What follows belongs to an exercise in optimizing a design on an open flow for small area and a short achievable clock period; a production flow would make more cautious choices.
Function was checked by simulation only, so behaviour that the tests miss may differ from the original.

// xgmii_rx_top
module xgmii_rx_top #(
    parameter int STAT_W = 32
) (
    input  logic              clk,
    input  logic              inv_aresetn,
    input  logic [63:0]       xgmii_d_i,
    input  logic [7:0]        xgmii_c_i,
    output logic [63:0]       tdata_o,
    output logic [7:0]        tkeep_o,
    output logic              tvalid_o,
    output logic              tlast_o,
    output logic              tuser_o,
    output logic [STAT_W-1:0] good_frames_o,
    output logic [STAT_W-1:0] bad_frames_o
);
Size: ~1,200 cells after synthesis, ~250 flip-flops, ~210 I/O pins, ~13,000 um^2 of cells after synthesis.
==> flow/config.mk <==
export PLATFORM = sky130hd
export DESIGN_NAME = xgmii_rx_top
export DESIGN_NICKNAME = xgmii_rx_top
export VERILOG_FILES = /design/flow/design.v
export SDC_FILE = /design/flow/constraint.sdc
export NUM_CORES = 4
export LEC_CHECK = 0
export CAP_MARGIN = 20
export CORE_MARGIN = 2
export CORE_UTILIZATION = 40
export SETUP_SLACK_MARGIN = 0.2
export SLEW_MARGIN = 20
export BUFFER_PORTS_ARGS = -buffer_cell sky130_fd_sc_hd__buf_2
export DONT_USE_CELLS = sky130_fd_sc_hd__xor3_1 sky130_fd_sc_hd__xor3_2 sky130_fd_sc_hd__xor3_4 sky130_fd_sc_hd__xnor3_1 sky130_fd_sc_hd__xnor3_2 sky130_fd_sc_hd__xnor3_4 sky130_fd_sc_hd__xnor2_2 sky130_fd_sc_hd__xnor2_4 sky130_fd_sc_hd__xor2_2 sky130_fd_sc_hd__xor2_4
==> flow/constraint.sdc <==
create_clock -name core_clock -period 9.0 [get_ports {clk}]
set_input_delay 1.8000 -clock core_clock [delete_from_list [all_inputs] [get_ports {clk}]]
set_output_delay 1.8000 -clock core_clock [all_outputs]
set_load 0.01 [all_outputs]
standard.sh (not shown) runs the stock make flow with config.mk's settings and CLKGATE_MAP_FILE= SYNTH_SCRIPT=/design/flow/synth_recipe.tcl, a recipe that flattens the netlist after the stock synthesis.
==> flow/flow/run.sh <==
#!/bin/bash
# Own layout flow: the standard ORFS flow (standard.sh) with
# - plain sky130_fd_sc_hd__buf_2 cells as the port buffers,
# - these cells kept out of mapping and repair (added to the platform's
#   don't-use list; registers are unaffected): sky130_fd_sc_hd__xor3_1 sky130_fd_sc_hd__xor3_2 sky130_fd_sc_hd__xor3_4 sky130_fd_sc_hd__xnor3_1 sky130_fd_sc_hd__xnor3_2 sky130_fd_sc_hd__xnor3_4 sky130_fd_sc_hd__xnor2_2 sky130_fd_sc_hd__xnor2_4 sky130_fd_sc_hd__xor2_2 sky130_fd_sc_hd__xor2_4
# - these make settings: SETUP_SLACK_MARGIN=6.0 CTS_BUF_LIST=sky130_fd_sc_hd__clkbuf_16 CTS_CLUSTER_SIZE=25 CTS_CLUSTER_DIAMETER=100
# SETUP_SLACK_MARGIN makes setup repair keep sizing and buffering until
# paths are that far below the (unchanged) 9 ns clock period.
set -euo pipefail
cd "$(dirname "$0")/.."
{
  echo "export BUFFER_PORTS_ARGS = -buffer_cell sky130_fd_sc_hd__buf_2"
  echo "export DONT_USE_CELLS = sky130_fd_sc_hd__xor3_1 sky130_fd_sc_hd__xor3_2 sky130_fd_sc_hd__xor3_4 sky130_fd_sc_hd__xnor3_1 sky130_fd_sc_hd__xnor3_2 sky130_fd_sc_hd__xnor3_4 sky130_fd_sc_hd__xnor2_2 sky130_fd_sc_hd__xnor2_4 sky130_fd_sc_hd__xor2_2 sky130_fd_sc_hd__xor2_4"
} >> config.mk
bash standard.sh SETUP_SLACK_MARGIN=6.0 CTS_BUF_LIST=sky130_fd_sc_hd__clkbuf_16 CTS_CLUSTER_SIZE=25 CTS_CLUSTER_DIAMETER=100 finish > standard.log 2>&1
The starting point completed without violations.
Next try:
--- a/flow/design.v
+++ b/flow/design.v
@@ -589,51 +589,38 @@
         lane_q   <= lane_in;
         tch_q    <= tch_in;
         sofp_q   <= sofp_in;
         fin_hp_q <= hp_q;
         lane2_q  <= lane_q;
         crc_q    <= sof ? 32'hFFFF_FFFF : crc_nxt;
         if (!((fin_q && !late_q) || beat2_q)) begin
             tdata_o <= d1_q;
         end
         keep_q   <= beat2_q ? keep_last[7:1] : 7'h7F;
     end
     assign tkeep_o = {keep_q, 1'b1};
-    function automatic logic [STAT_W-1:0] toggles(logic [STAT_W-1:0] q, logic inc);
-        logic [STAT_W-1:0] t;
-        for (int g = 0; g < STAT_W / 4; g++) begin
-            t[4*g] = inc && (&(q | ~({STAT_W{1'b1}} >> (STAT_W - 4*g))));
-            for (int i = 1; i < 4; i++) begin
-                t[4*g+i] = t[4*g+i-1] && q[4*g+i-1];
-            end
-        end
-        toggles = t;
-    endfunction
-    logic [STAT_W-1:0] good_tgl, bad_tgl;
-    assign good_tgl = toggles(good_frames_o, tvalid_o && tlast_o && tuser_o);
-    assign bad_tgl  = toggles(bad_frames_o, tvalid_o && tlast_o && !tuser_o);
     always_ff @(posedge clk) begin
         tlast_o <= beat2_q || (hp_q && err_in);
         tuser_o <= good2_q && crc_ok;
     end
     always_ff @(posedge clk) begin
         if (inv_aresetn) begin
             nf_q          <= 1'b1;
             hp_q          <= 1'b0;
             fin_q         <= 1'b0;
             beat2_q       <= 1'b0;
             good2_q       <= 1'b0;
             tvalid_o      <= 1'b0;
             good_frames_o <= '0;
             bad_frames_o  <= '0;
         end else begin
             nf_q          <= !frame;
             hp_q          <= frame && dat_in;
             fin_q         <= frame && term_in;
             beat2_q       <= fin_q && fin_beat;
             good2_q       <= fin_q && fin_beat && tch_q;
             tvalid_o      <= beat2_q || (hp_q && !early_in);
-            good_frames_o <= good_frames_o ^ good_tgl;
-            bad_frames_o  <= bad_frames_o ^ bad_tgl;
+            good_frames_o <= good_frames_o + STAT_W'(tvalid_o && tlast_o && tuser_o);
+            bad_frames_o  <= bad_frames_o + STAT_W'(tvalid_o && tlast_o && !tuser_o);
         end
     end
 endmodule
Maximum frequency fell by about 2.1%; routed wire length is higher by about 2.6%; worst setup slack is worse by 0.063 ns; area after synthesis increases by about 0.4%; via count climbs by about 6%; clock skew goes up by 0.0069 ns; die area went up by about 0.4%.

==> what the ideal ports hide <==
The flow's constraints put no driver on any port. The routed layouts listed below were extracted and timed again, unchanged, in two steps.
Step 1: set_driving_cell puts a clkbuf_16 on clk and a buf_2 on each other input, an assumption about the parent block.
Step 2 also shifts input and output timing later by t, the mid clock arrival at the registers, as if the neighbouring blocks saw the same clock.
Slacks: ideal ports / drivers / drivers and shift; pairs: ideal ports / drivers.
run | shift t [ns] | setup slack, ns | pins driven straight from the clock port
the first run | 0.537 | 6.107 / 6.059 / 5.843 | 1
the second run | 0.547 | 6.044 / 6.016 / 5.811 | 1
After both steps setup and hold are still met in every run listed. For the first run, which loses most, drivers alone change the setup slack by -0.048 ns; drivers and shift together by -0.264 ns.
